Source: an optimization exercise on an open RTL-to-GDS flow (aim: small area, a short achievable clock period and few clock cycles). Production flows keep margins and buffers that such runs may drop. Where RTL was checked, it was by simulation tests only, not by an equivalence proof against the original. The RTL of runs 1 and 2 was laid out without a check of its function. Power figures rest on the tool's default switching activity, not on a simulated workload.

## flow/config.mk

```make
export PLATFORM = sky130hd
export DESIGN_NAME = ml_ops_top
export DESIGN_NICKNAME = ml_ops_top
export VERILOG_FILES = /design/flow/design.v
export SDC_FILE = /design/flow/constraint.sdc
export NUM_CORES = 4
export LEC_CHECK = 0
export CAP_MARGIN = 20
export CORE_MARGIN = 2
export CORE_UTILIZATION = 60
export CTS_CLUSTER_DIAMETER = 120
export CTS_CLUSTER_SIZE = 24
export SLEW_MARGIN = 20
```

## flow/constraint.sdc

```tcl
create_clock -name core_clock -period 9.0 [get_ports {clk_i}]
set_input_delay 1.8000 -clock core_clock [delete_from_list [all_inputs] [get_ports {clk_i}]]
set_output_delay 1.8000 -clock core_clock [all_outputs]
set_load 0.01 [all_outputs]
```

## flow/design.v

```verilog
package ml_ops_pkg;
  typedef logic [32-1:0] word_t;
  typedef logic [32-1:0] addr_t;
  typedef logic [32-1:0] len_t;
  typedef logic [$clog2(16):0] batch_cnt_t;
  typedef logic [$clog2(2)-1:0] desc_idx_t;
  typedef enum logic [3:0] {
    IDLE,
    LOAD,
    SET_ADDR,
    RELU_TAKE,
    RELU_WAIT,
    RELU_GIVE,
    DOTP_TAKE,
    DOTP_WAIT,
    DOTP_GIVE,
    DONE
  } seq_state_t;
endpackage
module ml_datapath (
  input  logic [31:0] x_i,
  input  logic [7:0]  one_i,
  input  logic [7:0]  two_i,
  input  logic [7:0]  neg_i,
  output logic [31:0] so,
  output logic [31:0] co,
  output logic [31:0] to
);
  logic [31:0] pp0;
  assign pp0 = ((x_i[31:0] & {32{one_i[0]}}) | ({x_i[30:0], 1'b0} & {32{two_i[0]}})) ^ {32{neg_i[0]}};
  logic [29:0] pp1;
  assign pp1 = ((x_i[29:0] & {30{one_i[1]}}) | ({x_i[28:0], 1'b0} & {30{two_i[1]}})) ^ {30{neg_i[1]}};
  logic [27:0] pp2;
  assign pp2 = ((x_i[27:0] & {28{one_i[2]}}) | ({x_i[26:0], 1'b0} & {28{two_i[2]}})) ^ {28{neg_i[2]}};
  logic [25:0] pp3;
  assign pp3 = ((x_i[25:0] & {26{one_i[3]}}) | ({x_i[24:0], 1'b0} & {26{two_i[3]}})) ^ {26{neg_i[3]}};
  logic [23:0] pp4;
  assign pp4 = ((x_i[23:0] & {24{one_i[4]}}) | ({x_i[22:0], 1'b0} & {24{two_i[4]}})) ^ {24{neg_i[4]}};
  logic [21:0] pp5;
  assign pp5 = ((x_i[21:0] & {22{one_i[5]}}) | ({x_i[20:0], 1'b0} & {22{two_i[5]}})) ^ {22{neg_i[5]}};
  logic [19:0] pp6;
  assign pp6 = ((x_i[19:0] & {20{one_i[6]}}) | ({x_i[18:0], 1'b0} & {20{two_i[6]}})) ^ {20{neg_i[6]}};
  logic [17:0] pp7;
  assign pp7 = ((x_i[17:0] & {18{one_i[7]}}) | ({x_i[16:0], 1'b0} & {18{two_i[7]}})) ^ {18{neg_i[7]}};
  logic s0;
  logic k0;
  logic s1;
  logic k1;
  logic s2;
  logic k2;
  logic s3;
  logic k3;
  logic s4;
  logic k4;
  logic s5;
  logic k5;
  logic s6;
  logic k6;
  logic s7;
  logic k7;
  logic s8;
  logic k8;
  logic s9;
  logic k9;
  logic s10;
  logic k10;
  logic s11;
  logic k11;
  logic s12;
  logic k12;
  logic s13;
  logic k13;
  logic s14;
  logic k14;
  logic s15;
  logic k15;
  logic s16;
  logic k16;
  logic s17;
  logic k17;
  logic s18;
  logic k18;
  logic s19;
  logic k19;
  logic s20;
  logic k20;
  logic s21;
  logic k21;
  logic s22;
  logic k22;
  logic s23;
  logic k23;
  logic s24;
  logic k24;
  logic s25;
  logic k25;
  logic s26;
  logic k26;
  logic s27;
  logic k27;
  logic s28;
  logic k28;
  logic s29;
  logic k29;
  logic s30;
  logic k30;
  logic s31;
  logic k31;
  logic s32;
  logic k32;
  logic s33;
  logic k33;
  logic s34;
  logic k34;
  logic s35;
  logic k35;
  logic s36;
  logic k36;
  logic s37;
  logic k37;
  logic s38;
  logic k38;
  logic s39;
  logic k39;
  logic s40;
  logic k40;
  logic s41;
  logic k41;
  logic s42;
  logic k42;
  logic s43;
  logic k43;
  logic s44;
  logic k44;
  logic s45;
  logic k45;
  logic s46;
  logic k46;
  logic s47;
  logic k47;
  logic s48;
  logic k48;
  logic s49;
  logic k49;
  logic s50;
  logic k50;
  logic s51;
  logic k51;
  logic s52;
  logic k52;
  logic s53;
  logic k53;
  logic s54;
  logic k54;
  logic s55;
  logic k55;
  logic s56;
  logic k56;
  logic s57;
  logic k57;
  logic s58;
  logic k58;
  logic s59;
  logic k59;
  logic s60;
  logic k60;
  logic s61;
  logic k61;
  logic s62;
  logic k62;
  logic s63;
  logic k63;
  logic s64;
  logic k64;
  logic s65;
  logic k65;
  logic s66;
  logic k66;
  logic s67;
  logic k67;
  logic s68;
  logic k68;
  logic s69;
  logic k69;
  logic s70;
  logic k70;
  logic s71;
  logic k71;
  logic s72;
  logic k72;
  logic s73;
  logic k73;
  logic s74;
  logic k74;
  logic s75;
  logic k75;
  logic s76;
  logic k76;
  logic s77;
  logic k77;
  logic s78;
  logic k78;
  logic s79;
  logic k79;
  logic s80;
  logic k80;
  logic s81;
  logic k81;
  logic s82;
  logic k82;
  logic s83;
  logic k83;
  logic s84;
  logic k84;
  logic s85;
  logic k85;
  logic s86;
  logic k86;
  logic s87;
  logic k87;
  logic s88;
  logic k88;
  logic s89;
  logic k89;
  logic s90;
  logic k90;
  logic s91;
  logic k91;
  logic s92;
  logic k92;
  logic s93;
  logic k93;
  logic s94;
  logic k94;
  logic s95;
  logic k95;
  logic s96;
  logic k96;
  logic s97;
  logic k97;
  logic s98;
  logic k98;
  logic s99;
  logic k99;
  logic s100;
  logic k100;
  logic s101;
  logic k101;
  logic s102;
  logic k102;
  logic s103;
  logic k103;
  logic s104;
  logic k104;
  logic s105;
  logic k105;
  logic s106;
  logic k106;
  logic s107;
  logic k107;
  logic s108;
  logic k108;
  logic s109;
  logic k109;
  logic s110;
  logic k110;
  logic s111;
  logic k111;
  logic s112;
  logic k112;
  logic s113;
  logic k113;
  logic s114;
  logic k114;
  logic s115;
  logic k115;
  logic s116;
  logic k116;
  logic s117;
  logic k117;
  logic s118;
  logic k118;
  logic s119;
  logic k119;
  logic s120;
  logic k120;
  logic s121;
  logic k121;
  logic s122;
  logic k122;
  logic s123;
  logic k123;
  logic s124;
  logic k124;
  logic s125;
  logic k125;
  logic s126;
  logic k126;
  logic s127;
  logic k127;
  logic s128;
  logic k128;
  logic s129;
  logic k129;
  logic s130;
  logic k130;
  logic s131;
  logic k131;
  logic x264;
  logic x265;
  logic x266;
  logic x267;
  logic x268;
  logic x269;
  logic x270;
  logic x271;
  logic x272;
  logic x273;
  logic x274;
  assign s0 = neg_i[2] ^ pp0[4];
  assign k0 = neg_i[2] & pp0[4];
  assign s1 = pp0[5] ^ pp1[3];
  assign k1 = pp0[5] & pp1[3];
  assign s2 = neg_i[3] ^ pp0[6] ^ pp1[4];
  assign k2 = (neg_i[3] & pp0[6]) | (neg_i[3] & pp1[4]) | (pp0[6] & pp1[4]);
  assign s3 = pp2[2] ^ pp3[0];
  assign k3 = pp2[2] & pp3[0];
  assign s4 = pp0[7] ^ pp1[5] ^ pp2[3];
  assign k4 = (pp0[7] & pp1[5]) | (pp0[7] & pp2[3]) | (pp1[5] & pp2[3]);
  assign s5 = pp3[1] ^ k3;
  assign k5 = pp3[1] & k3;
  assign s6 = neg_i[4] ^ pp0[8] ^ pp1[6];
  assign k6 = (neg_i[4] & pp0[8]) | (neg_i[4] & pp1[6]) | (pp0[8] & pp1[6]);
  assign s7 = pp2[4] ^ pp3[2] ^ pp4[0];
  assign k7 = (pp2[4] & pp3[2]) | (pp2[4] & pp4[0]) | (pp3[2] & pp4[0]);
  assign s8 = k5 ^ k4;
  assign k8 = k5 & k4;
  assign s9 = pp0[9] ^ pp1[7] ^ pp2[5];
  assign k9 = (pp0[9] & pp1[7]) | (pp0[9] & pp2[5]) | (pp1[7] & pp2[5]);
  assign s10 = pp3[3] ^ pp4[1] ^ k6;
  assign k10 = (pp3[3] & pp4[1]) | (pp3[3] & k6) | (pp4[1] & k6);
  assign s11 = k7 ^ s9;
  assign k11 = k7 & s9;
  assign s12 = neg_i[5] ^ pp0[10] ^ pp1[8];
  assign k12 = (neg_i[5] & pp0[10]) | (neg_i[5] & pp1[8]) | (pp0[10] & pp1[8]);
  assign s13 = pp2[6] ^ pp3[4] ^ pp4[2];
  assign k13 = (pp2[6] & pp3[4]) | (pp2[6] & pp4[2]) | (pp3[4] & pp4[2]);
  assign s14 = pp5[0] ^ k9 ^ s12;
  assign k14 = (pp5[0] & k9) | (pp5[0] & s12) | (k9 & s12);
  assign s15 = s13 ^ k11;
  assign k15 = s13 & k11;
  assign s16 = pp0[11] ^ pp1[9] ^ pp2[7];
  assign k16 = (pp0[11] & pp1[9]) | (pp0[11] & pp2[7]) | (pp1[9] & pp2[7]);
  assign s17 = pp3[5] ^ pp4[3] ^ pp5[1];
  assign k17 = (pp3[5] & pp4[3]) | (pp3[5] & pp5[1]) | (pp4[3] & pp5[1]);
  assign s18 = k12 ^ k13 ^ s16;
  assign k18 = (k12 & k13) | (k12 & s16) | (k13 & s16);
  assign s19 = s17 ^ k15;
  assign k19 = s17 & k15;
  assign s20 = neg_i[6] ^ pp0[12] ^ pp1[10];
  assign k20 = (neg_i[6] & pp0[12]) | (neg_i[6] & pp1[10]) | (pp0[12] & pp1[10]);
  assign s21 = pp2[8] ^ pp3[6] ^ pp4[4];
  assign k21 = (pp2[8] & pp3[6]) | (pp2[8] & pp4[4]) | (pp3[6] & pp4[4]);
  assign s22 = pp5[2] ^ pp6[0] ^ k16;
  assign k22 = (pp5[2] & pp6[0]) | (pp5[2] & k16) | (pp6[0] & k16);
  assign s23 = k17 ^ s20 ^ s21;
  assign k23 = (k17 & s20) | (k17 & s21) | (s20 & s21);
  assign s24 = k18 ^ s22;
  assign k24 = k18 & s22;
  assign s25 = pp0[13] ^ pp1[11] ^ pp2[9];
  assign k25 = (pp0[13] & pp1[11]) | (pp0[13] & pp2[9]) | (pp1[11] & pp2[9]);
  assign s26 = pp3[7] ^ pp4[5] ^ pp5[3];
  assign k26 = (pp3[7] & pp4[5]) | (pp3[7] & pp5[3]) | (pp4[5] & pp5[3]);
  assign s27 = pp6[1] ^ k20 ^ k21;
  assign k27 = (pp6[1] & k20) | (pp6[1] & k21) | (k20 & k21);
  assign s28 = s25 ^ s26 ^ k22;
  assign k28 = (s25 & s26) | (s25 & k22) | (s26 & k22);
  assign s29 = k23 ^ s27;
  assign k29 = k23 & s27;
  assign s30 = neg_i[7] ^ pp0[14] ^ pp1[12];
  assign k30 = (neg_i[7] & pp0[14]) | (neg_i[7] & pp1[12]) | (pp0[14] & pp1[12]);
  assign s31 = pp2[10] ^ pp3[8] ^ pp4[6];
  assign k31 = (pp2[10] & pp3[8]) | (pp2[10] & pp4[6]) | (pp3[8] & pp4[6]);
  assign s32 = pp5[4] ^ pp6[2] ^ pp7[0];
  assign k32 = (pp5[4] & pp6[2]) | (pp5[4] & pp7[0]) | (pp6[2] & pp7[0]);
  assign s33 = k25 ^ k26 ^ s30;
  assign k33 = (k25 & k26) | (k25 & s30) | (k26 & s30);
  assign s34 = s31 ^ s32 ^ k27;
  assign k34 = (s31 & s32) | (s31 & k27) | (s32 & k27);
  assign s35 = s33 ^ k29;
  assign k35 = s33 & k29;
  assign s36 = pp0[15] ^ pp1[13] ^ pp2[11];
  assign k36 = (pp0[15] & pp1[13]) | (pp0[15] & pp2[11]) | (pp1[13] & pp2[11]);
  assign s37 = pp3[9] ^ pp4[7] ^ pp5[5];
  assign k37 = (pp3[9] & pp4[7]) | (pp3[9] & pp5[5]) | (pp4[7] & pp5[5]);
  assign s38 = pp6[3] ^ pp7[1] ^ k30;
  assign k38 = (pp6[3] & pp7[1]) | (pp6[3] & k30) | (pp7[1] & k30);
  assign s39 = k31 ^ k32 ^ s36;
  assign k39 = (k31 & k32) | (k31 & s36) | (k32 & s36);
  assign s40 = s37 ^ k33 ^ s38;
  assign k40 = (s37 & k33) | (s37 & s38) | (k33 & s38);
  assign s41 = s39 ^ k34;
  assign k41 = s39 & k34;
  assign s42 = pp0[16] ^ pp1[14] ^ pp2[12];
  assign k42 = (pp0[16] & pp1[14]) | (pp0[16] & pp2[12]) | (pp1[14] & pp2[12]);
  assign s43 = pp3[10] ^ pp4[8] ^ pp5[6];
  assign k43 = (pp3[10] & pp4[8]) | (pp3[10] & pp5[6]) | (pp4[8] & pp5[6]);
  assign s44 = pp6[4] ^ pp7[2] ^ k36;
  assign k44 = (pp6[4] & pp7[2]) | (pp6[4] & k36) | (pp7[2] & k36);
  assign s45 = k37 ^ s42 ^ s43;
  assign k45 = (k37 & s42) | (k37 & s43) | (s42 & s43);
  assign s46 = k38 ^ k39 ^ s44;
  assign k46 = (k38 & k39) | (k38 & s44) | (k39 & s44);
  assign s47 = s45 ^ k40;
  assign k47 = s45 & k40;
  assign s48 = pp0[17] ^ pp1[15] ^ pp2[13];
  assign k48 = (pp0[17] & pp1[15]) | (pp0[17] & pp2[13]) | (pp1[15] & pp2[13]);
  assign s49 = pp3[11] ^ pp4[9] ^ pp5[7];
  assign k49 = (pp3[11] & pp4[9]) | (pp3[11] & pp5[7]) | (pp4[9] & pp5[7]);
  assign s50 = pp6[5] ^ pp7[3] ^ k42;
  assign k50 = (pp6[5] & pp7[3]) | (pp6[5] & k42) | (pp7[3] & k42);
  assign s51 = k43 ^ s48 ^ s49;
  assign k51 = (k43 & s48) | (k43 & s49) | (s48 & s49);
  assign s52 = k44 ^ k45 ^ s50;
  assign k52 = (k44 & k45) | (k44 & s50) | (k45 & s50);
  assign s53 = s51 ^ k46;
  assign k53 = s51 & k46;
  assign s54 = pp0[18] ^ pp1[16] ^ pp2[14];
  assign k54 = (pp0[18] & pp1[16]) | (pp0[18] & pp2[14]) | (pp1[16] & pp2[14]);
  assign s55 = pp3[12] ^ pp4[10] ^ pp5[8];
  assign k55 = (pp3[12] & pp4[10]) | (pp3[12] & pp5[8]) | (pp4[10] & pp5[8]);
  assign s56 = pp6[6] ^ pp7[4] ^ k48;
  assign k56 = (pp6[6] & pp7[4]) | (pp6[6] & k48) | (pp7[4] & k48);
  assign s57 = k49 ^ s54 ^ s55;
  assign k57 = (k49 & s54) | (k49 & s55) | (s54 & s55);
  assign s58 = k50 ^ k51 ^ s56;
  assign k58 = (k50 & k51) | (k50 & s56) | (k51 & s56);
  assign s59 = s57 ^ k52;
  assign k59 = s57 & k52;
  assign s60 = pp0[19] ^ pp1[17] ^ pp2[15];
  assign k60 = (pp0[19] & pp1[17]) | (pp0[19] & pp2[15]) | (pp1[17] & pp2[15]);
  assign s61 = pp3[13] ^ pp4[11] ^ pp5[9];
  assign k61 = (pp3[13] & pp4[11]) | (pp3[13] & pp5[9]) | (pp4[11] & pp5[9]);
  assign s62 = pp6[7] ^ pp7[5] ^ k54;
  assign k62 = (pp6[7] & pp7[5]) | (pp6[7] & k54) | (pp7[5] & k54);
  assign s63 = k55 ^ s60 ^ s61;
  assign k63 = (k55 & s60) | (k55 & s61) | (s60 & s61);
  assign s64 = k56 ^ k57 ^ s62;
  assign k64 = (k56 & k57) | (k56 & s62) | (k57 & s62);
  assign s65 = s63 ^ k58;
  assign k65 = s63 & k58;
  assign s66 = pp0[20] ^ pp1[18] ^ pp2[16];
  assign k66 = (pp0[20] & pp1[18]) | (pp0[20] & pp2[16]) | (pp1[18] & pp2[16]);
  assign s67 = pp3[14] ^ pp4[12] ^ pp5[10];
  assign k67 = (pp3[14] & pp4[12]) | (pp3[14] & pp5[10]) | (pp4[12] & pp5[10]);
  assign s68 = pp6[8] ^ pp7[6] ^ k60;
  assign k68 = (pp6[8] & pp7[6]) | (pp6[8] & k60) | (pp7[6] & k60);
  assign s69 = k61 ^ s66 ^ s67;
  assign k69 = (k61 & s66) | (k61 & s67) | (s66 & s67);
  assign s70 = k62 ^ k63 ^ s68;
  assign k70 = (k62 & k63) | (k62 & s68) | (k63 & s68);
  assign s71 = s69 ^ k64;
  assign k71 = s69 & k64;
  assign s72 = pp0[21] ^ pp1[19] ^ pp2[17];
  assign k72 = (pp0[21] & pp1[19]) | (pp0[21] & pp2[17]) | (pp1[19] & pp2[17]);
  assign s73 = pp3[15] ^ pp4[13] ^ pp5[11];
  assign k73 = (pp3[15] & pp4[13]) | (pp3[15] & pp5[11]) | (pp4[13] & pp5[11]);
  assign s74 = pp6[9] ^ pp7[7] ^ k66;
  assign k74 = (pp6[9] & pp7[7]) | (pp6[9] & k66) | (pp7[7] & k66);
  assign s75 = k67 ^ s72 ^ s73;
  assign k75 = (k67 & s72) | (k67 & s73) | (s72 & s73);
  assign s76 = k68 ^ k69 ^ s74;
  assign k76 = (k68 & k69) | (k68 & s74) | (k69 & s74);
  assign s77 = s75 ^ k70;
  assign k77 = s75 & k70;
  assign s78 = pp0[22] ^ pp1[20] ^ pp2[18];
  assign k78 = (pp0[22] & pp1[20]) | (pp0[22] & pp2[18]) | (pp1[20] & pp2[18]);
  assign s79 = pp3[16] ^ pp4[14] ^ pp5[12];
  assign k79 = (pp3[16] & pp4[14]) | (pp3[16] & pp5[12]) | (pp4[14] & pp5[12]);
  assign s80 = pp6[10] ^ pp7[8] ^ k72;
  assign k80 = (pp6[10] & pp7[8]) | (pp6[10] & k72) | (pp7[8] & k72);
  assign s81 = k73 ^ s78 ^ s79;
  assign k81 = (k73 & s78) | (k73 & s79) | (s78 & s79);
  assign s82 = k74 ^ k75 ^ s80;
  assign k82 = (k74 & k75) | (k74 & s80) | (k75 & s80);
  assign s83 = s81 ^ k76;
  assign k83 = s81 & k76;
  assign s84 = pp0[23] ^ pp1[21] ^ pp2[19];
  assign k84 = (pp0[23] & pp1[21]) | (pp0[23] & pp2[19]) | (pp1[21] & pp2[19]);
  assign s85 = pp3[17] ^ pp4[15] ^ pp5[13];
  assign k85 = (pp3[17] & pp4[15]) | (pp3[17] & pp5[13]) | (pp4[15] & pp5[13]);
  assign s86 = pp6[11] ^ pp7[9] ^ k78;
  assign k86 = (pp6[11] & pp7[9]) | (pp6[11] & k78) | (pp7[9] & k78);
  assign s87 = k79 ^ s84 ^ s85;
  assign k87 = (k79 & s84) | (k79 & s85) | (s84 & s85);
  assign s88 = k80 ^ k81 ^ s86;
  assign k88 = (k80 & k81) | (k80 & s86) | (k81 & s86);
  assign s89 = s87 ^ k82;
  assign k89 = s87 & k82;
  assign s90 = pp0[24] ^ pp1[22] ^ pp2[20];
  assign k90 = (pp0[24] & pp1[22]) | (pp0[24] & pp2[20]) | (pp1[22] & pp2[20]);
  assign s91 = pp3[18] ^ pp4[16] ^ pp5[14];
  assign k91 = (pp3[18] & pp4[16]) | (pp3[18] & pp5[14]) | (pp4[16] & pp5[14]);
  assign s92 = pp6[12] ^ pp7[10] ^ k84;
  assign k92 = (pp6[12] & pp7[10]) | (pp6[12] & k84) | (pp7[10] & k84);
  assign s93 = k85 ^ s90 ^ s91;
  assign k93 = (k85 & s90) | (k85 & s91) | (s90 & s91);
  assign s94 = k86 ^ k87 ^ s92;
  assign k94 = (k86 & k87) | (k86 & s92) | (k87 & s92);
  assign s95 = s93 ^ k88;
  assign k95 = s93 & k88;
  assign s96 = pp0[25] ^ pp1[23] ^ pp2[21];
  assign k96 = (pp0[25] & pp1[23]) | (pp0[25] & pp2[21]) | (pp1[23] & pp2[21]);
  assign s97 = pp3[19] ^ pp4[17] ^ pp5[15];
  assign k97 = (pp3[19] & pp4[17]) | (pp3[19] & pp5[15]) | (pp4[17] & pp5[15]);
  assign s98 = pp6[13] ^ pp7[11] ^ k90;
  assign k98 = (pp6[13] & pp7[11]) | (pp6[13] & k90) | (pp7[11] & k90);
  assign s99 = k91 ^ s96 ^ s97;
  assign k99 = (k91 & s96) | (k91 & s97) | (s96 & s97);
  assign s100 = k92 ^ k93 ^ s98;
  assign k100 = (k92 & k93) | (k92 & s98) | (k93 & s98);
  assign s101 = s99 ^ k94;
  assign k101 = s99 & k94;
  assign s102 = pp0[26] ^ pp1[24] ^ pp2[22];
  assign k102 = (pp0[26] & pp1[24]) | (pp0[26] & pp2[22]) | (pp1[24] & pp2[22]);
  assign s103 = pp3[20] ^ pp4[18] ^ pp5[16];
  assign k103 = (pp3[20] & pp4[18]) | (pp3[20] & pp5[16]) | (pp4[18] & pp5[16]);
  assign s104 = pp6[14] ^ pp7[12] ^ k96;
  assign k104 = (pp6[14] & pp7[12]) | (pp6[14] & k96) | (pp7[12] & k96);
  assign s105 = k97 ^ s102 ^ s103;
  assign k105 = (k97 & s102) | (k97 & s103) | (s102 & s103);
  assign s106 = k98 ^ k99 ^ s104;
  assign k106 = (k98 & k99) | (k98 & s104) | (k99 & s104);
  assign s107 = s105 ^ k100;
  assign k107 = s105 & k100;
  assign s108 = pp0[27] ^ pp1[25] ^ pp2[23];
  assign k108 = (pp0[27] & pp1[25]) | (pp0[27] & pp2[23]) | (pp1[25] & pp2[23]);
  assign s109 = pp3[21] ^ pp4[19] ^ pp5[17];
  assign k109 = (pp3[21] & pp4[19]) | (pp3[21] & pp5[17]) | (pp4[19] & pp5[17]);
  assign s110 = pp6[15] ^ pp7[13] ^ k102;
  assign k110 = (pp6[15] & pp7[13]) | (pp6[15] & k102) | (pp7[13] & k102);
  assign s111 = k103 ^ s108 ^ s109;
  assign k111 = (k103 & s108) | (k103 & s109) | (s108 & s109);
  assign s112 = k104 ^ k105 ^ s110;
  assign k112 = (k104 & k105) | (k104 & s110) | (k105 & s110);
  assign s113 = s111 ^ k106;
  assign k113 = s111 & k106;
  assign s114 = pp0[28] ^ pp1[26] ^ pp2[24];
  assign k114 = (pp0[28] & pp1[26]) | (pp0[28] & pp2[24]) | (pp1[26] & pp2[24]);
  assign s115 = pp3[22] ^ pp4[20] ^ pp5[18];
  assign k115 = (pp3[22] & pp4[20]) | (pp3[22] & pp5[18]) | (pp4[20] & pp5[18]);
  assign s116 = pp6[16] ^ pp7[14] ^ k108;
  assign k116 = (pp6[16] & pp7[14]) | (pp6[16] & k108) | (pp7[14] & k108);
  assign s117 = k109 ^ s114 ^ s115;
  assign k117 = (k109 & s114) | (k109 & s115) | (s114 & s115);
  assign s118 = k110 ^ k111 ^ s116;
  assign k118 = (k110 & k111) | (k110 & s116) | (k111 & s116);
  assign s119 = s117 ^ k112;
  assign k119 = s117 & k112;
  assign s120 = pp0[29] ^ pp1[27] ^ pp2[25];
  assign k120 = (pp0[29] & pp1[27]) | (pp0[29] & pp2[25]) | (pp1[27] & pp2[25]);
  assign s121 = pp3[23] ^ pp4[21] ^ pp5[19];
  assign k121 = (pp3[23] & pp4[21]) | (pp3[23] & pp5[19]) | (pp4[21] & pp5[19]);
  assign s122 = pp6[17] ^ pp7[15] ^ k114;
  assign k122 = (pp6[17] & pp7[15]) | (pp6[17] & k114) | (pp7[15] & k114);
  assign s123 = k115 ^ s120 ^ s121;
  assign k123 = (k115 & s120) | (k115 & s121) | (s120 & s121);
  assign s124 = k116 ^ k117 ^ s122;
  assign k124 = (k116 & k117) | (k116 & s122) | (k117 & s122);
  assign s125 = s123 ^ k118;
  assign k125 = s123 & k118;
  assign s126 = pp0[30] ^ pp1[28] ^ pp2[26];
  assign k126 = (pp0[30] & pp1[28]) | (pp0[30] & pp2[26]) | (pp1[28] & pp2[26]);
  assign s127 = pp3[24] ^ pp4[22] ^ pp5[20];
  assign k127 = (pp3[24] & pp4[22]) | (pp3[24] & pp5[20]) | (pp4[22] & pp5[20]);
  assign s128 = pp6[18] ^ pp7[16] ^ k120;
  assign k128 = (pp6[18] & pp7[16]) | (pp6[18] & k120) | (pp7[16] & k120);
  assign s129 = k121 ^ s126 ^ s127;
  assign k129 = (k121 & s126) | (k121 & s127) | (s126 & s127);
  assign s130 = k122 ^ k123 ^ s128;
  assign k130 = (k122 & k123) | (k122 & s128) | (k123 & s128);
  assign s131 = s129 ^ k124;
  assign k131 = s129 & k124;
  assign x264 = pp0[31] ^ pp1[29];
  assign x265 = pp2[27] ^ pp3[25];
  assign x266 = pp4[23] ^ pp5[21];
  assign x267 = pp6[19] ^ pp7[17];
  assign x268 = x264 ^ x265;
  assign x269 = x266 ^ x267;
  assign x270 = k126 ^ k127;
  assign x271 = x268 ^ x269;
  assign x272 = x270 ^ x271;
  assign x273 = k128 ^ x272;
  assign x274 = k129 ^ x273;
  assign so[0] = pp0[0];
  assign co[0] = neg_i[0];
  assign to[0] = 1'b0;
  assign so[1] = pp0[1];
  assign co[1] = 1'b0;
  assign to[1] = 1'b0;
  assign so[2] = pp0[2];
  assign co[2] = pp1[0];
  assign to[2] = neg_i[1];
  assign so[3] = pp0[3];
  assign co[3] = pp1[1];
  assign to[3] = 1'b0;
  assign so[4] = pp1[2];
  assign co[4] = pp2[0];
  assign to[4] = s0;
  assign so[5] = pp2[1];
  assign co[5] = k0;
  assign to[5] = s1;
  assign so[6] = k1;
  assign co[6] = s2;
  assign to[6] = s3;
  assign so[7] = k2;
  assign co[7] = s4;
  assign to[7] = s5;
  assign so[8] = s6;
  assign co[8] = s7;
  assign to[8] = s8;
  assign so[9] = k8;
  assign co[9] = s10;
  assign to[9] = s11;
  assign so[10] = k10;
  assign co[10] = s14;
  assign to[10] = s15;
  assign so[11] = k14;
  assign co[11] = s18;
  assign to[11] = s19;
  assign so[12] = s23;
  assign co[12] = k19;
  assign to[12] = s24;
  assign so[13] = k24;
  assign co[13] = s28;
  assign to[13] = s29;
  assign so[14] = k28;
  assign co[14] = s34;
  assign to[14] = s35;
  assign so[15] = k35;
  assign co[15] = s40;
  assign to[15] = s41;
  assign so[16] = s46;
  assign co[16] = k41;
  assign to[16] = s47;
  assign so[17] = s52;
  assign co[17] = k47;
  assign to[17] = s53;
  assign so[18] = s58;
  assign co[18] = k53;
  assign to[18] = s59;
  assign so[19] = s64;
  assign co[19] = k59;
  assign to[19] = s65;
  assign so[20] = s70;
  assign co[20] = k65;
  assign to[20] = s71;
  assign so[21] = s76;
  assign co[21] = k71;
  assign to[21] = s77;
  assign so[22] = s82;
  assign co[22] = k77;
  assign to[22] = s83;
  assign so[23] = s88;
  assign co[23] = k83;
  assign to[23] = s89;
  assign so[24] = s94;
  assign co[24] = k89;
  assign to[24] = s95;
  assign so[25] = s100;
  assign co[25] = k95;
  assign to[25] = s101;
  assign so[26] = s106;
  assign co[26] = k101;
  assign to[26] = s107;
  assign so[27] = s112;
  assign co[27] = k107;
  assign to[27] = s113;
  assign so[28] = s118;
  assign co[28] = k113;
  assign to[28] = s119;
  assign so[29] = s124;
  assign co[29] = k119;
  assign to[29] = s125;
  assign so[30] = s130;
  assign co[30] = k125;
  assign to[30] = s131;
  assign so[31] = k130;
  assign co[31] = k131;
  assign to[31] = x274;
endmodule
module ml_ops_top (
  input  logic              clk_i,
  input  logic              rst_i,
  input  logic              ml_ops_enable_i,
  input  logic              loading_data_i,
  input  logic              relu_en_i,
  input  logic              dotp_en_i,
  input  logic              ex_ready_i,
  input  ml_ops_pkg::addr_t operand_a_addr_i,
  input  ml_ops_pkg::len_t  operand_b_size_i,
  input  ml_ops_pkg::word_t mem_rd_data_i,
  output ml_ops_pkg::word_t reg_wr_data_o,
  output ml_ops_pkg::word_t mem_wr_data_o,
  output ml_ops_pkg::addr_t mem_addr_o,
  output logic              mem_rd_en_o,
  output logic              mem_wr_en_o,
  output logic              reg_wr_en_o,
  output logic              ml_op_done_o,
  output logic              ml_ready_o
);
  localparam logic [3:0] IDLE = 4'd0;
  localparam logic [3:0] LD2  = 4'd1;
  localparam logic [3:0] RR1  = 4'd2;
  localparam logic [3:0] RR2  = 4'd3;
  localparam logic [3:0] RBUB = 4'd4;
  localparam logic [3:0] RW1  = 4'd5;
  localparam logic [3:0] RW2  = 4'd6;
  localparam logic [3:0] DA   = 4'd7;
  localparam logic [3:0] DB   = 4'd8;
  localparam logic [3:0] T1   = 4'd9;
  localparam logic [3:0] T2   = 4'd10;
  localparam logic [3:0] T3   = 4'd11;
  localparam logic [3:0] T4   = 4'd12;
  localparam logic [3:0] FIN  = 4'd14;
  logic [3:0]  st_q, st_d;
  logic        rd_d, wr_d, done_d, regwr_d, ready_d;
  logic        relu_q;
  logic        same;
  logic        sq_q;
  logic        last_q;
  logic [15:0] rem_q;
  logic        rem_dec;
  logic        rem_one;
  logic        inc;
  logic [31:0] cur_q, oth_q, cur_nx;
  logic [31:0] a_q;
  logic [31:0] x_q;
  logic [7:0]  one_q, two_q, neg_q;
  logic [31:0] p_q, q_q, r_q, p_nx, q_nx, r_nx;
  logic [31:0] s_q, sa, c1s, c1c, c2s, c2c;
  logic        v1_q, v2_q;
  logic        inc_q, clr_q;
  assign rem_one = (rem_q == 16'd1);
  assign same    = (operand_a_addr_i == oth_q);
  always_comb begin
    st_d    = st_q;
    rd_d    = 1'b0;
    wr_d    = 1'b0;
    done_d  = 1'b0;
    regwr_d = 1'b0;
    rem_dec = 1'b0;
    case (st_q)
      IDLE: if (loading_data_i) st_d = LD2;
      LD2: begin
        st_d = relu_q ? RR1 : DA;
        rd_d = 1'b1;
      end
      RR1: begin
        rem_dec = 1'b1;
        if (rem_one) begin
          st_d = RBUB;
        end else begin
          st_d = RR2;
          rd_d = 1'b1;
        end
      end
      RR2: begin
        rem_dec = 1'b1;
        st_d    = RW1;
        wr_d    = 1'b1;
      end
      RBUB: begin
        st_d   = RW1;
        wr_d   = 1'b1;
        done_d = 1'b1;
      end
      RW1: begin
        st_d   = RW2;
        wr_d   = 1'b1;
        done_d = last_q;
      end
      RW2: begin
        st_d = RR1;
        rd_d = 1'b1;
      end
      DA: begin
        if (!sq_q) begin
          st_d = DB;
          rd_d = 1'b1;
        end else begin
          rem_dec = 1'b1;
          if (rem_one) begin
            st_d = T1;
          end else begin
            rd_d = 1'b1;
          end
        end
      end
      DB: begin
        rem_dec = 1'b1;
        if (rem_one) begin
          st_d = T1;
        end else begin
          st_d = DA;
          rd_d = 1'b1;
        end
      end
      T1: st_d = T2;
      T2: st_d = T3;
      T3: begin
        if (sq_q) begin
          st_d    = FIN;
          regwr_d = 1'b1;
          done_d  = 1'b1;
        end else begin
          st_d = T4;
        end
      end
      T4: begin
        st_d    = FIN;
        regwr_d = 1'b1;
        done_d  = 1'b1;
      end
      default: st_d = FIN;
    endcase
    if (ml_op_done_o) begin
      st_d    = ex_ready_i ? IDLE : FIN;
      rd_d    = 1'b0;
      wr_d    = 1'b0;
      regwr_d = 1'b0;
      done_d  = !ex_ready_i;
    end
    if (!ml_ops_enable_i) begin
      st_d    = IDLE;
      rd_d    = 1'b0;
      wr_d    = 1'b0;
      regwr_d = 1'b0;
      done_d  = 1'b0;
    end
    ready_d = (st_d == IDLE) || (st_d == LD2) || done_d;
  end
  always_ff @(posedge clk_i or negedge rst_i) begin
    if (!rst_i) begin
      st_q         <= IDLE;
      mem_rd_en_o  <= 1'b0;
      mem_wr_en_o  <= 1'b0;
      reg_wr_en_o  <= 1'b0;
      ml_op_done_o <= 1'b0;
      ml_ready_o   <= 1'b1;
      v1_q         <= 1'b0;
      v2_q         <= 1'b0;
    end else begin
      st_q         <= st_d;
      mem_rd_en_o  <= rd_d;
      mem_wr_en_o  <= wr_d;
      reg_wr_en_o  <= regwr_d;
      ml_op_done_o <= done_d;
      ml_ready_o   <= ready_d;
      v1_q         <= ml_ops_enable_i && (st_q == DB || (st_q == DA && sq_q));
      v2_q         <= ml_ops_enable_i && v1_q;
    end
  end
  always_ff @(posedge clk_i) begin
    inc_q <= (st_d == RR1) || (st_d == RW1);
    clr_q <= (st_d == LD2);
  end
  always_ff @(posedge clk_i) begin
    if (st_q == IDLE) begin
      relu_q <= relu_en_i;
      rem_q  <= operand_b_size_i[15:0];
    end else if (rem_dec) begin
      rem_q  <= rem_q - 16'd1;
    end
    if (st_q == RR2) begin
      last_q <= rem_one;
    end
    if (st_q == LD2) begin
      sq_q <= same;
    end else if (st_q == IDLE) begin
      sq_q <= 1'b0;
    end
  end
  assign inc    = inc_q || sq_q;
  assign cur_nx = {cur_q[31:2] + 30'd1, cur_q[1:0]};
  always_ff @(posedge clk_i) begin
    cur_q <= inc ? cur_nx : oth_q;
    if (st_q == IDLE || st_q == LD2) begin
      oth_q <= operand_a_addr_i;
    end else if (!inc) begin
      oth_q <= cur_nx;
    end
  end
  assign mem_addr_o = cur_q;
  logic [16:0] yraw;
  logic [7:0]  one_d, two_d, neg_d;
  logic        yv;
  assign yv = ml_ops_enable_i && (v1_q || (v2_q && !sq_q));
  always_comb begin
    yraw = v1_q ? {mem_rd_data_i[15:0], 1'b0} : a_q[31:15];
    for (int r = 0; r < 8; r++) begin
      one_d[r] = yv && (yraw[2*r+1] ^ yraw[2*r]);
      two_d[r] = yv && ((yraw[2*r+2] && !yraw[2*r+1] && !yraw[2*r]) ||
                        (!yraw[2*r+2] && yraw[2*r+1] && yraw[2*r]));
      neg_d[r] = yv && yraw[2*r+2] && !(yraw[2*r+1] && yraw[2*r]);
    end
  end
  always_ff @(posedge clk_i) begin
    a_q <= mem_rd_data_i & ~{32{relu_q && mem_rd_data_i[31]}};
    if (v1_q && sq_q) begin
      x_q <= {mem_rd_data_i[30:15], mem_rd_data_i[15:0]};
    end else if (v1_q) begin
      x_q <= a_q;
    end else begin
      x_q <= {x_q[15:0], 16'd0};
    end
    one_q <= one_d;
    two_q <= two_d;
    neg_q <= neg_d;
    p_q   <= p_nx;
    q_q   <= q_nx;
    r_q   <= r_nx;
    s_q   <= c2s + c2c;
  end
  assign sa  = s_q & {32{!clr_q}};
  assign c1s = p_q ^ q_q ^ r_q;
  assign c1c = {(p_q[30:0] & q_q[30:0]) | (p_q[30:0] & r_q[30:0]) | (q_q[30:0] & r_q[30:0]), 1'b0};
  assign c2s = sa ^ c1s ^ c1c;
  assign c2c = {(sa[30:0] & c1s[30:0]) | (sa[30:0] & c1c[30:0]) | (c1s[30:0] & c1c[30:0]), 1'b0};
  ml_datapath mac_i (
    .x_i   (x_q),
    .one_i (one_q),
    .two_i (two_q),
    .neg_i (neg_q),
    .so    (p_nx),
    .co    (q_nx),
    .to    (r_nx)
  );
  assign mem_wr_data_o = a_q;
  assign reg_wr_data_o = s_q;
endmodule
```

## flow/flow/run.sh

```bash
#!/bin/bash
# The standard layout, with stronger port buffers and setup repair aimed
# below the clock period (same clock, same constraints).
export BUFFER_PORTS_ARGS="-buffer_cell sky130_fd_sc_hd__buf_4"
export SETUP_SLACK_MARGIN=6.0
export ABC_CLOCK_PERIOD_IN_PS=3000
bash standard.sh > standard_run.log 2>&1
```

## flow/standard.sh

```bash
#!/bin/bash
# synth_recipe.tcl (not shown) runs the flow's synth.tcl, then flattens the netlist and writes it again
# the make line also repeats each setting of config.mk as NAME=value (left out here)
make -C /OpenROAD-flow-scripts/flow DESIGN_CONFIG=/design/flow/config.mk WORK_HOME=/design/flow/orfs CLKGATE_MAP_FILE= SYNTH_SCRIPT=/design/flow/synth_recipe.tcl "${@:-finish}"
```

==> flow_summary.yaml, run 1 <==
placed_design:
  place_inst: 2595
  pre_cts_slack_ns: 4.915
  finalWeightedCongestion: 0.9048
  hpwlAfterDp_mm: 34.58
  io_buffers: 186
worst_setup_path:
  crit_slowest_cell: "fa_1"
  cpLargestDelayFamily: "adder cells"
  cp_max_fo: 3
  worstPathCellList: "inv_1 -> fa_1 -> fa_1 -> inv_2 -> ha_4 -> nand4_1 -> a211o_1 -> a21oi_4 -> buf_4 -> nor4_4 -> buf_4 -> o21ai_4 -> a31oi_1 -> xnor2_1"
  rr_startpoint: "p_q[14]$_DFF_P_"
  arrival_ns: 3.82
  worstSetupStartpoint: "p_q[14]$_DFF_P_"
  cpPeakStageDelay_ns: 0.53
  crit_required_ns: 9.41
  critPathLaunchType: "register"
  path_buf_inv: 4
  endpoint_kind: "register"
  timing_worst_setup_path_type: "reg -> reg"
finish:
  nFillCells: 2620
  syn2layout_area_growth_pct: 14.44
  final_cells: 2642
  drive_above_1_share_pct: 17.96
  utilization_pct: 69.49
  num-nets-final: 2526
  num_antenna_cells: 0
routing:
  post_drt_wl_per_cell_um: 18.84
  drt-total-wl_mm: 49.77
  vias_per_cell: 5.724
  drt_iter0_drc: 1202
  final_antenna_net_count: 0
  drc: 0
  vias: 15120
  first_pass_iters: 7
logic_synthesis:
  synth_fa_ha_area_share_pct: 20.50
  synth.distinct_cells: 63
  synthesis.area_mm2: 0.02031
  synth_top_family_by_area: "adder cells"
  synth_top_cells_by_area: "dfxtp_1, fa_1, edfxtp_1"
  avgSynthCellArea_um2: 9.750
  ys_ff_latch: 308
  yosysTopAreaCellShare_pct: 24.05
  netlist_instances: 2083
  syn_nets: 2421
  synth_enable_flop_cells: 53
  synthMuxAreaShare_pct: 2.470
  synth_xor_area_share_pct: 13.58
  yosys-top-cells-count: "dfxtp_1, inv_1, a22oi_1"
  synth.most_common_cell: "dfxtp_1"
  synth_compound_area_share_pct: 13.46
  ys_seq_area_share_pct: 33.25
  dominantRegCellSynth: "dfxtp_1"
  yosys.area.top_type: "dfxtp_1"
  synthSimpleGateAreaFrac_pct: 10.08
  yosysWarnings: 1
  synth_async_sr_flop_share_pct: 3.571
pwr:
  p_sw_w: 0.002003
  swShare_pct: 38.91
  combPwrFrac_pct: 42.5
  vdd_ir_drop_max_mv: 0.2188
  powerDensity_mw_per_mm2: 221.5
  leakagePower_nw: 9.592
  p_clk_share_pct: 15.7
  pwr-share-seq_pct: 41.8
  power.internal_w: 0.003145
clock_network:
  cts_tree: "yes"
  max-clock-path-buffers: 3
  cts_root_buf: "clkbuf_16"
  clkTransAtPathRegs_ns: 0.10
  htreeDepth: 1
  worstSkewPairLatency_ns: 0.53
  cts_sinks: 308
  cts_made_buffers: 16
timing:
  finalHoldViolations: 0
  worst_slack_ns: 5.584
  fin_crit_sh_pct: 37.95
  relSlewSlack_pct: 43.40
  tightest_slew_ns: 0.8479
  tns_ns: 0
  fmax_mhz: 292.8
  skew_ns: 0.02102
  setup_viol: 0
  drv_slew: 0
  rsz0062_at_grt: "true"
  min_period_ns: 3.416
global_routing:
  antenna_found_initial: 0
  track_usage_pct: 28.30
  grt_max_degree: 70
  grt_overflow: 0
  grt_pass1_wl_mm: 80.98
  grt_pass1_vias: 15420
flow_run:
  cap_viol_max_count: 0
worst_hold_path:
  holdCritStartpoint: "oth_q[0]$_DFFE_PP_"
  min_path_type: "reg -> reg"
status:
  status: "complete, no violations"
floorplanning:
  start_util_pct: 60.72
  rows: 67
  die_w_um: 188.0
  core_region_area_mm2: 0.03345
  ios: 204
  dieArea_mm2: 0.03534
  die_y_um: 188.0
[power groups by stage]
stage	Sequential (W)	Clock (W)	Combinational [W]
after floorplan	0.00213	0	0.00140
after global placement	0.00216	0	0.00203
after detailed placement	0.00216	0	0.00208
after CTS	0.00214	0.000824	0.00216
after global routing	0.00220	0.000874	0.00243
final	0.00215	0.000809	0.00219
[sequential cells by signal (all words and copies together), names as in the netlist, 4 cells and up]
| register | count |
|---|---|
| oth_q | 32 |
| neg_q | 8 |
| s_q | 32 |
| one_q | 8 |
| p_q | 32 |
| x_q | 32 |
| two_q | 8 |
| rem_q | 16 |
| cur_q | 32 |
| q_q | 31 |
| st_q | 4 |
| r_q | 29 |
| a_q | 32 |
[cells in the final DEF (no fill, tap or decap), types with 20 or more instances in the layout]
master    instances
buf_4           215
o21ai_0          32
xnor2_1         151
fa_1            157
nand2b_1         30
dfxtp_1         209
inv_1           194
nor2_1          103
dfxtp_2          25
nor3_1           22
nor2b_1          35
edfxtp_1         53
nand2_1          70
a21o_1           20
ha_1             59
a22oi_1         190
and2_1           41
a21oi_1         107
mux2i_1          40
xor2_1          163
nand3_1          25
[cell type report]
cell class | count | area [um2] | share of cell area [%]
Multi-Input combinational cell | 1415 | 12700 | 54.63
Timing Repair Buffer | 237 | 1908 | 8.210
Tap cell | 448 | 560.5 | 2.412
Clock inverter | 1 | 16.27 | 0.06998
Sequential cell | 308 | 6824 | 29.36
Inverter | 210 | 788.3 | 3.391
Clock buffer | 23 | 447.9 | 1.927
[repair_timing]
item / 4_1_cts / 5_1_grt
hold buffers: 0 / 0
endpoints found under the setup margin: 69 / 41
gates resized for setup: 68 / 78
cloned: 1 / 0
pin swaps: 29 / 24
setup buffers: 12 / 10
[layer usage]
metal | GRT usage [%] | wire, um | vias up | share of wire (%)
li1 | - | - | 7112 | -
met1 | 36.82 | 20410 | 7421 | 41
met2 | 48.71 | 24490 | 502 | 49
met3 | 5.128 | 3469 | 89 | 7.0
met4 | 7.420 | 1388 | 0 | 2.8
met5 | 0 | 0 | - | 0
[cells by family after synthesis]
kind of cell / Yosys count
flip-flops: 308
multiplexers: 49
adder cells (fa/ha/maj): 235
buffers and inverters: 360
AND/OR/NAND/NOR: 401
AO/OA/AOI/OAI: 415
XOR/XNOR: 315
[path summary, 6_finish.rpt]
kind,slack [ns],cells after the start,endpoint
worst max-delay path,5.58,14,s_q[25]$_DFF_P_
worst min-delay path,0.48,0,cur_q[0]$_DFFE_PP_
worst min register to register,0.48,0,cur_q[0]$_DFFE_PP_
min in group asynchronous,1.09,1,st_q[3]$_DFF_PN0_
worst max register to register,5.58,14,s_q[25]$_DFF_P_
max in group asynchronous,7.68,1,ml_ready_o$_DFF_PN1_
[stage by stage]
stage	hold WS, ns	area (um2)	total power (W)
detailed placement	0.4726	22110	0.004243
floorplan	0.3290	20510	0.003534
CTS	0.4842	22920	0.005128
global route	0.4969	23240	0.005505
global placement	0.4483	22110	0.004191
finish	0.4818	23240	0.005148
==> inputs of run 2 (changes only) <==
--- a/flow/design.v
+++ b/flow/design.v
@@ -724,2 +724,3 @@
   localparam logic [3:0] T4   = 4'd12;
+  localparam logic [3:0] T5   = 4'd13;
   localparam logic [3:0] FIN  = 4'd14;
@@ -741,2 +742,4 @@
   logic [31:0] s_q, sa, c1s, c1c, c2s, c2c;
+  logic        cy_q, cya;
+  logic [16:0] lo_sum, hi_sum;
   logic        v1_q, v2_q;
@@ -810,12 +813,5 @@
       T2: st_d = T3;
-      T3: begin
-        if (sq_q) begin
-          st_d    = FIN;
-          regwr_d = 1'b1;
-          done_d  = 1'b1;
-        end else begin
-          st_d = T4;
-        end
-      end
-      T4: begin
+      T3: st_d = sq_q ? T5 : T4;
+      T4: st_d = T5;
+      T5: begin
         st_d    = FIN;
@@ -922,9 +918,13 @@
     r_q   <= r_nx;
-    s_q   <= c2s + c2c;
+    s_q   <= {hi_sum[16:1], lo_sum[15:0]};
+    cy_q  <= lo_sum[16];
   end
-  assign sa  = s_q & {32{!clr_q}};
-  assign c1s = p_q ^ q_q ^ r_q;
-  assign c1c = {(p_q[30:0] & q_q[30:0]) | (p_q[30:0] & r_q[30:0]) | (q_q[30:0] & r_q[30:0]), 1'b0};
-  assign c2s = sa ^ c1s ^ c1c;
-  assign c2c = {(sa[30:0] & c1s[30:0]) | (sa[30:0] & c1c[30:0]) | (c1s[30:0] & c1c[30:0]), 1'b0};
+  assign sa     = s_q & {32{!clr_q}};
+  assign cya    = cy_q && !clr_q;
+  assign c1s    = p_q ^ q_q ^ r_q;
+  assign c1c    = {(p_q[30:0] & q_q[30:0]) | (p_q[30:0] & r_q[30:0]) | (q_q[30:0] & r_q[30:0]), 1'b0};
+  assign c2s    = sa ^ c1s ^ c1c;
+  assign c2c    = {(sa[30:0] & c1s[30:0]) | (sa[30:0] & c1c[30:0]) | (c1s[30:0] & c1c[30:0]), 1'b0};
+  assign lo_sum = {1'b0, c2s[15:0]} + {1'b0, c2c[15:0]};
+  assign hi_sum = {c2s[31:16], cya} + {c2c[31:16], cya};
   ml_datapath mac_i (
==> run 2 against run 1 <==
Against the previous run: still clean; first-iteration DRC count shrank 6.7%; register-to-register slack gained 0.34 ns; power shrank 15%; die area shrank 1.7%; critical endpoint is now s_q[29]$_DFF_P_.
==> flow_summary.yaml, run 2 <==
status:
  status: "complete, no violations"
clock_network:
  max-clock-path-buffers: 3
  worstSkewPairLatency_ns: 0.53
  cts_hold_buf: 0
  htreeDepth: 1
  cts_tree: "yes"
  cts_sinks: 309
  cts_made_buffers: 16
  clkTransAtPathRegs_ns: 0.10
  cts_root_buf: "clkbuf_16"
routing:
  first_pass_iters: 6
  vias: 14660
  vias_per_cell: 5.798
  post_drt_wl_per_cell_um: 19.20
  drt-total-wl_mm: 48.55
  drc: 0
  drt_iter0_drc: 1122
  final_antenna_net_count: 0
global_routing:
  grt_pass1_vias: 15110
  antenna_found_initial: 0
  grt_pass1_wl_mm: 79.50
  track_usage_pct: 27.99
  grt_max_degree: 70
  grt_overflow: 0
worst_setup_path:
  r2r_end: "s_q[29]$_DFF_P_"
  crit_required_ns: 9.43
  worstSetupStartpoint: "r_q[18]$_DFF_P_"
  r2r_cells: 10
  arrival_ns: 3.50
  critPathLaunchType: "register"
  timing_worst_setup_path_type: "reg -> reg"
  cp-endpoint: "s_q[29]$_DFF_P_"
  rr_startpoint: "r_q[18]$_DFF_P_"
  cp_max_fo: 4
  regToRegSetupSlack_ns: 5.93
  endpoint_kind: "register"
finish:
  utilization_pct: 69.75
  drive_above_1_share_pct: 17.59
  multi_input_area_mm2: 0.01254
  final_cell_mix: "dfxtp_1, buf_4, a22oi_1, fa_1, xor2_1"
  syn2layout_area_growth_pct: 14.03
  layout_commonest_cell: "dfxtp_1"
  num-nets-final: 2419
  seq_area_mm2: 0.006839
  nFillCells: 2567
  num_antenna_cells: 0
timing:
  min_period_ns: 3.071
  skew_ns: 0.01905
  rsz0062_at_grt: "true"
  finalHoldViolations: 0
  fmax_mhz: 325.6
  setup_viol: 0
  tns_ns: 0
  relSlewSlack_pct: 39.14
  drv_slew: 0
  tightest_slew_ns: 0.9107
  fin_crit_sh_pct: 34.12
pwr:
  powerDensity_mw_per_mm2: 193.0
  swShare_pct: 36.03
  p_sw_w: 0.001582
  vdd_ir_drop_max_mv: 0.1798
  power.internal_w: 0.002809
  combPwrFrac_pct: 35.3
  leakagePower_nw: 9.596
  pwr-share-seq_pct: 46.6
  p_clk_share_pct: 18.1
logic_synthesis:
  yosys.area.top_type: "dfxtp_1"
  syn_nets: 2317
  synthesis.area_mm2: 0.01995
  synth.most_common_cell: "dfxtp_1"
  yosysWarnings: 1
  avgSynthCellArea_um2: 10.09
  yosys-top-cells-count: "dfxtp_1, a22oi_1, fa_1"
  yosysTopAreaCellShare_pct: 24.58
  synth_async_sr_flop_share_pct: 3.560
  ys_ff_latch: 309
  synth.distinct_cells: 71
  synth_enable_flop_cells: 53
  netlist_instances: 1978
  ys_seq_area_share_pct: 33.94
  synth_top_cells_by_area: "dfxtp_1, fa_1, edfxtp_1"
  dominantRegCellSynth: "dfxtp_1"
placed_design:
  hpwlAfterDp_mm: 33.10
  io_buffers: 186
  finalWeightedCongestion: 0.8486
floorplanning:
  start_util_pct: 61.17
  core_region_area_mm2: 0.03262
  die_y_um: 186.4
  rows: 66
  dieArea_mm2: 0.03473
  die_w_um: 186.4
  ios: 204
worst_hold_path:
  min_path_type: "reg -> reg"
  whs_path_depth: 0
flow_run:
  cap_viol_max_count: 0
run 2: cell count changes in the layout (fill, tap and decap cells not counted), moves of 6 or more:
cell / before / now
inv_2: 16 / 3
nor2b_1: 35 / 54
a21o_1: 20 / 9
o21ai_0: 32 / 26
nand2b_1: 30 / 14
inv_1: 194 / 114
nor2_1: 103 / 111
run 2: cells by family after synthesis:
family,count (synthesis),synth area share (%)
and+or+nand+nor,405,10.40
AOI/OAI and AO/OA,399,13.42
xor gates and xnor gates,311,13.65
DFF,309,33.94
buffers and inverters,268,5.048
adders and majority gates,236,20.97
muxes,50,2.565
run 2: cell type report:
cell class / instances / area share [%]
Inverter: 117 / 1.930
Timing Repair Buffer: 235 / 8.452
Sequential cell: 309 / 30.06
Multi-Input combinational cell: 1401 / 55.12
Tap cell: 442 / 2.431
Clock buffer: 24 / 1.936
Clock inverter: 1 / 0.07149
run 2: routing by layer:
layer	up-vias	share of wire, %	GRT usage [%]
met5	-	0	0
met4	0	2.6	7.600
met3	97	6.8	4.777
met2	529	50	49.14
met1	7160	41	35.74
li1	6877	-	-
run 2: power by group through the flow:
stage	registers, W	clock network (W)	logic [W]
3_3_place_gp	0.00206	0	0.00146
2_1_floorplan	0.00205	0	0.000961
6_report	0.00205	0.000796	0.00155
4_1_cts	0.00204	0.000822	0.00155
3_5_place_dp	0.00207	0	0.00149
5_1_grt	0.00209	0.000859	0.00172
run 2: worst min-delay path by stage:
stage / start / end / slack (ns)
6_report: oth_q[0]$_DFFE_PP_ / cur_q[0]$_DFFE_PP_ / 0.49
5_1_grt: oth_q[0]$_DFFE_PP_ / cur_q[0]$_DFFE_PP_ / 0.50
3_5_place_dp: oth_q[1]$_DFFE_PP_ / cur_q[1]$_DFFE_PP_ / 0.48
3_3_place_gp: oth_q[1]$_DFFE_PP_ / cur_q[1]$_DFFE_PP_ / 0.45
2_1_floorplan: neg_q[0]$_DFF_P_ / q_q[0]$_DFF_P_ / 0.33
4_1_cts: oth_q[0]$_DFFE_PP_ / cur_q[0]$_DFFE_PP_ / 0.49
run 2: stage by stage:
stage	instances	instance area, um2	power, W	hold slack (ns)	worst slack, ns
after floorplan	1978	19970	0.003009	0.3290	6.002
after global placement	2484	21570	0.003515	0.4524	5.537
after detailed placement	2484	21580	0.003555	0.4762	5.395
after CTS	2522	22390	0.004414	0.4906	5.865
after global routing	2529	22750	0.004673	0.4965	5.822
final	2529	22750	0.004391	0.4888	5.929
run 2: worst max-delay path, cell delays in order (launching register included):
cell,delay (ns)
dfxtp_2,0.33
fa_1,0.52
fa_1,0.55
ha_4,0.31
o211ai_1,0.09
o21a_1,0.23
a21bo_4,0.25
a31oi_4,0.26
buf_6,0.14
nor4_2,0.03
a211o_1,0.28
run 2: what timing repair did:
item	in CTS	in global routing
resized for setup	52	79
endpoints found under the setup margin	55	49
setup buffers	11	7
pin swaps	20	34
gates cloned	2	0
endpoints found under the hold margin	0	0
==> inputs of run 3 (changes only) <==
--- a/flow/design.v
+++ b/flow/design.v
@@ -726,2 +726,3 @@
   localparam logic [3:0] FIN  = 4'd14;
+  localparam logic [3:0] T6   = 4'd15;
   logic [3:0]  st_q, st_d;
@@ -742,4 +743,6 @@
   logic [31:0] s_q, sa, c1s, c1c, c2s, c2c;
-  logic        cy_q, cya;
-  logic [16:0] lo_sum, hi_sum;
+  logic        cy0_q, cy1_q, cy0a, cy1a;
+  logic [11:0] lo_sum;
+  logic [12:0] mid_sum;
+  logic [10:0] hi_sum;
   logic        v1_q, v2_q;
@@ -815,3 +818,4 @@
       T4: st_d = T5;
-      T5: begin
+      T5: st_d = T6;
+      T6: begin
         st_d    = FIN;
@@ -918,7 +922,9 @@
     r_q   <= r_nx;
-    s_q   <= {hi_sum[16:1], lo_sum[15:0]};
-    cy_q  <= lo_sum[16];
+    s_q   <= {hi_sum[10:1], mid_sum[11:1], lo_sum[10:0]};
+    cy0_q <= lo_sum[11];
+    cy1_q <= mid_sum[12];
   end
   assign sa     = s_q & {32{!clr_q}};
-  assign cya    = cy_q && !clr_q;
+  assign cy0a   = cy0_q && !clr_q;
+  assign cy1a   = cy1_q && !clr_q;
   assign c1s    = p_q ^ q_q ^ r_q;
@@ -927,4 +933,5 @@
   assign c2c    = {(sa[30:0] & c1s[30:0]) | (sa[30:0] & c1c[30:0]) | (c1s[30:0] & c1c[30:0]), 1'b0};
-  assign lo_sum = {1'b0, c2s[15:0]} + {1'b0, c2c[15:0]};
-  assign hi_sum = {c2s[31:16], cya} + {c2c[31:16], cya};
+  assign lo_sum  = {1'b0, c2s[10:0]} + {1'b0, c2c[10:0]};
+  assign mid_sum = {1'b0, c2s[21:11], cy0a} + {1'b0, c2c[21:11], cy0a};
+  assign hi_sum  = {c2s[31:22], cy1a} + {c2c[31:22], cy1a};
   ml_datapath mac_i (
--- a/flow/config.mk
+++ b/flow/config.mk
@@ -9,3 +9,3 @@
 export CORE_MARGIN = 2
-export CORE_UTILIZATION = 60
+export CORE_UTILIZATION = 70
 export CTS_CLUSTER_DIAMETER = 120
==> run 3 against run 2 <==
Against the previous run: register-to-register slack better by 0.07 ns; design area shrank 2.3%; worst setup slack gained 0.068 ns; maximum frequency increased by 2.3%; largest cell class unchanged; synthesized cell count fell by 1.2%; count of clock-buffer cells in the layout shrank 1; power up 8.3%.
==> flow_summary.yaml, run 3 <==
timing:
  tns_ns: 0
  min_period_ns: 3.003
  skew_ns: 0.01948
  setup_viol: 0
  relSlewSlack_pct: 43.43
  finalHoldViolations: 0
  fmax_mhz: 333.0
  worst_slack_ns: 5.997
  drv_slew: 0
  fin_crit_sh_pct: 33.37
  tightest_slew_ns: 0.8455
  rsz0062_at_grt: "true"
  hold-worst-slack_ns: 0.4762
worst_setup_path:
  cp_max_fo: 3
  r2r_end: "s_q[10]$_DFF_P_"
  crit_required_ns: 9.39
  timing_worst_setup_path_type: "reg -> reg"
  cpPeakStageDelay_ns: 0.56
  crit_slowest_cell: "fa_1"
  critPathLaunchType: "register"
  worstSetupStartpoint: "p_q[2]$_DFF_P_"
  rr_startpoint: "p_q[2]$_DFF_P_"
  regToRegSetupSlack_ns: 6.00
  cpLargestDelayFamily: "adder cells"
  r2r_cells: 8
  path_buf_inv: 0
  endpoint_kind: "register"
  arrival_ns: 3.39
  worstPathCellList: "fa_2 -> fa_1 -> ha_4 -> nor2b_4 -> o31a_1 -> or4_4 -> nand4_1 -> or3b_1"
routing:
  top_layer_used: "met4"
  drt_iter0_drc: 1129
  first_pass_iters: 6
  drt-total-wl_mm: 48.75
  vias: 14700
  route.met3.wl_mm: 4.469
  routed-wl-met2_mm: 23.79
  post_drt_wl_per_cell_um: 20.08
  vias_per_cell: 6.059
  final_antenna_net_count: 0
  wl_met1_mm: 19.07
  drc: 0
placed_design:
  hpwlAfterDp_mm: 33.61
  finalWeightedCongestion: 0.8979
  dpl-instance-area_mm2: 0.02126
  pre_cts_slack_ns: 5.467
  io_buffers: 186
clock_network:
  cts_tree: "yes"
  cts_root_buf: "clkbuf_16"
  cts_made_buffers: 16
  htreeDepth: 1
  cts_sinks: 310
  worstSkewPairLatency_ns: 0.52
  cts_hold_buf: 0
  max-clock-path-buffers: 3
  clkTransAtPathRegs_ns: 0.10
logic_synthesis:
  avgSynthCellArea_um2: 10.12
  synth_async_sr_flop_share_pct: 3.548
  synthesis.area_mm2: 0.01978
  synth_enable_flop_cells: 53
  yosysWarnings: 1
  netlist_instances: 1954
  synth.most_common_cell: "dfxtp_1"
  dominantRegCellSynth: "dfxtp_1"
  synth_top_cells_by_area: "dfxtp_1, fa_1, edfxtp_1"
  ys_ff_latch: 310
  yosys-top-cells-count: "dfxtp_1, a22oi_1, fa_1"
  yosysTopAreaCellShare_pct: 24.90
  syn_nets: 2294
  yosys.area.top_type: "dfxtp_1"
  ys_seq_area_share_pct: 34.35
  synth.distinct_cells: 61
pwr:
  combPwrFrac_pct: 38.2
  p_sw_w: 0.001791
  pwr-share-seq_pct: 45.3
  p_clk_share_pct: 16.5
  swShare_pct: 37.66
  leakagePower_nw: 9.423
  power.total_w: 0.004755
  powerDensity_mw_per_mm2: 214.0
  vdd_ir_drop_max_mv: 0.2124
  power.internal_w: 0.002964
floorplanning:
  die_w_um: 172.1
  core_region_area_mm2: 0.02778
  rows: 61
  dieArea_mm2: 0.02961
  die_y_um: 172.1
  start_util_pct: 71.18
  ios: 204
global_routing:
  grt_overflow: 0
  grt_pass1_vias: 14930
  track_usage_pct: 32.93
  grt_pass1_wl_mm: 76.88
  antenna_found_initial: 1
  grt_max_degree: 65
worst_hold_path:
  whs_path_depth: 1
  holdCritStartpoint: "relu_q$_DFFE_PP_"
  worstHoldEndpoint: "a_q[31]$_DFF_P_"
  min_path_type: "reg -> reg"
finish:
  design_area_mm2: 0.02222
  num-nets-final: 2383
  num_antenna_cells: 0
  drive_above_1_share_pct: 16.15
  layout_commonest_cell: "dfxtp_1"
  final_cell_mix: "dfxtp_1, buf_4, a22oi_1, fa_1, xor2_1"
  syn2layout_area_growth_pct: 12.38
flow_run:
  cap_viol_max_count: 0
status:
  status: "complete, no violations"
run 3: changes by cell type after synthesis, sizes merged, moves of 4 or more:
cell | previous run | this run
a211oi | 5 | 0
buf | 24 | 29
clkbuf | 127 | 118
nand2 | 67 | 74
nand2b | 15 | 10
o211ai | 6 | 0
o21a | 7 | 3
or3 | 17 | 13
xnor2 | 151 | 156
run 3: logic make-up after synthesis:
kind of cell             after synthesis  synth area share [%]
buffers and inverters                265                 5.030
AO/OA/AOI/OAI                        371                 12.32
adder cells (fa/ha/maj)              237                 21.26
XOR/XNOR                             314                 13.91
AND/OR/NAND/NOR                      407                 10.54
multiplexers                          50                 2.594
flip-flops                           310                 34.35
run 3: worst max-delay path by stage:
stage                      end  slack (ns)  depth (start not counted)
5_1_grt         s_q[7]$_DFF_P_        5.93                         12
2_1_floorplan  r_q[18]$_DFF_P_        6.00                          8
3_5_place_dp   r_q[22]$_DFF_P_        5.47                          7
4_1_cts        s_q[10]$_DFF_P_        5.90                          8
6_report       s_q[10]$_DFF_P_        6.00                          8
3_3_place_gp   r_q[21]$_DFF_P_        5.52                          7
run 3: what timing repair did:
| item | CTS | global route |
|---|---|---|
| resized for setup | 52 | 52 |
| endpoints found under the setup margin | 64 | 25 |
| pin swaps | 14 | 14 |
| cloned | 1 | 0 |
| buffers inserted | 4 | 6 |
| hold endpoints to repair | 0 | 0 |
run 3: through the flow:
step | std cells | util [%]
after global placement | 2392 | 76.52
after detailed placement | 2392 | 76.52
after global routing | 2427 | 79.99
final | 2427 | 79.99
after floorplan | 1954 | -
after CTS | 2421 | 78.92
run 3: final cells by class:
class	instances	area, um2
repair buffers	218	1777
inverters	118	442.9
fillers	1835	5559
clock buffers	23	436.7
clock inverters	1	16.27
well taps	378	473.0
multi-input cells	1379	12210
flip-flops and latches	310	6868
run 3: worst reg2reg max path, delay by kind of cell (launching register included):
kind	cells	cell delay [ns]
adders and majority gates	3	1.18
and+or+nand+nor	4	1.07
DFF	1	0.33
AOI/OAI and AO/OA	1	0.30
run 3: per-layer routing:
metal | vias up | GRT usage [%]
li1 | 6729 | -
met1 | 7195 | 41.86
met2 | 665 | 55.54
met3 | 115 | 8.034
met4 | 0 | 10.78
met5 | - | 0
run 3: power by group through the flow:
stage          logic (W)  registers (W)  clock network [W]
6_report         0.00182        0.00215           0.000783
5_1_grt          0.00201        0.00220           0.000846
4_1_cts          0.00179        0.00215           0.000801
3_5_place_dp     0.00174        0.00217                  0
3_3_place_gp     0.00167        0.00215                  0
2_1_floorplan    0.00115        0.00212                  0
Testbench counts of run 3, summed over its fixed seeds: cycles 43,054.

## static timing again, ports no longer ideal
The results above use ideal ports. As a check the final layouts listed here were re-extracted and re-timed, cells and wires unchanged. Step 1: set_driving_cell puts a clkbuf_16 on clk_i and a buf_2 on each other input, an assumption about the parent block. Step 2 also shifts input and output timing later by t, the mid clock arrival at the registers, as if the neighbouring blocks saw the same clock. Slacks: no drivers / after step 1 / after step 2; pairs: no drivers / after step 1.
run | t (ns) | slack for setup (ns) | worst hold slack (ns) | slew at the worst register clock pin (ns)
run 1 | 0.575 | 5.584 / 5.584 / 5.576 | 0.482 / 0.482 / 0.482 | 0.10 / 0.10
run 2 | 0.573 | 5.929 / 5.929 / 5.790 | 0.489 / 0.489 / 0.489 | 0.10 / 0.10
run 3 | 0.564 | 5.997 / 5.981 / 5.799 | 0.476 / 0.476 / 0.476 | 0.10 / 0.10
After both steps every run listed still meets setup and hold. For run 3, which loses most, drivers alone change the setup slack by -0.016 ns; drivers and shift together by -0.198 ns.
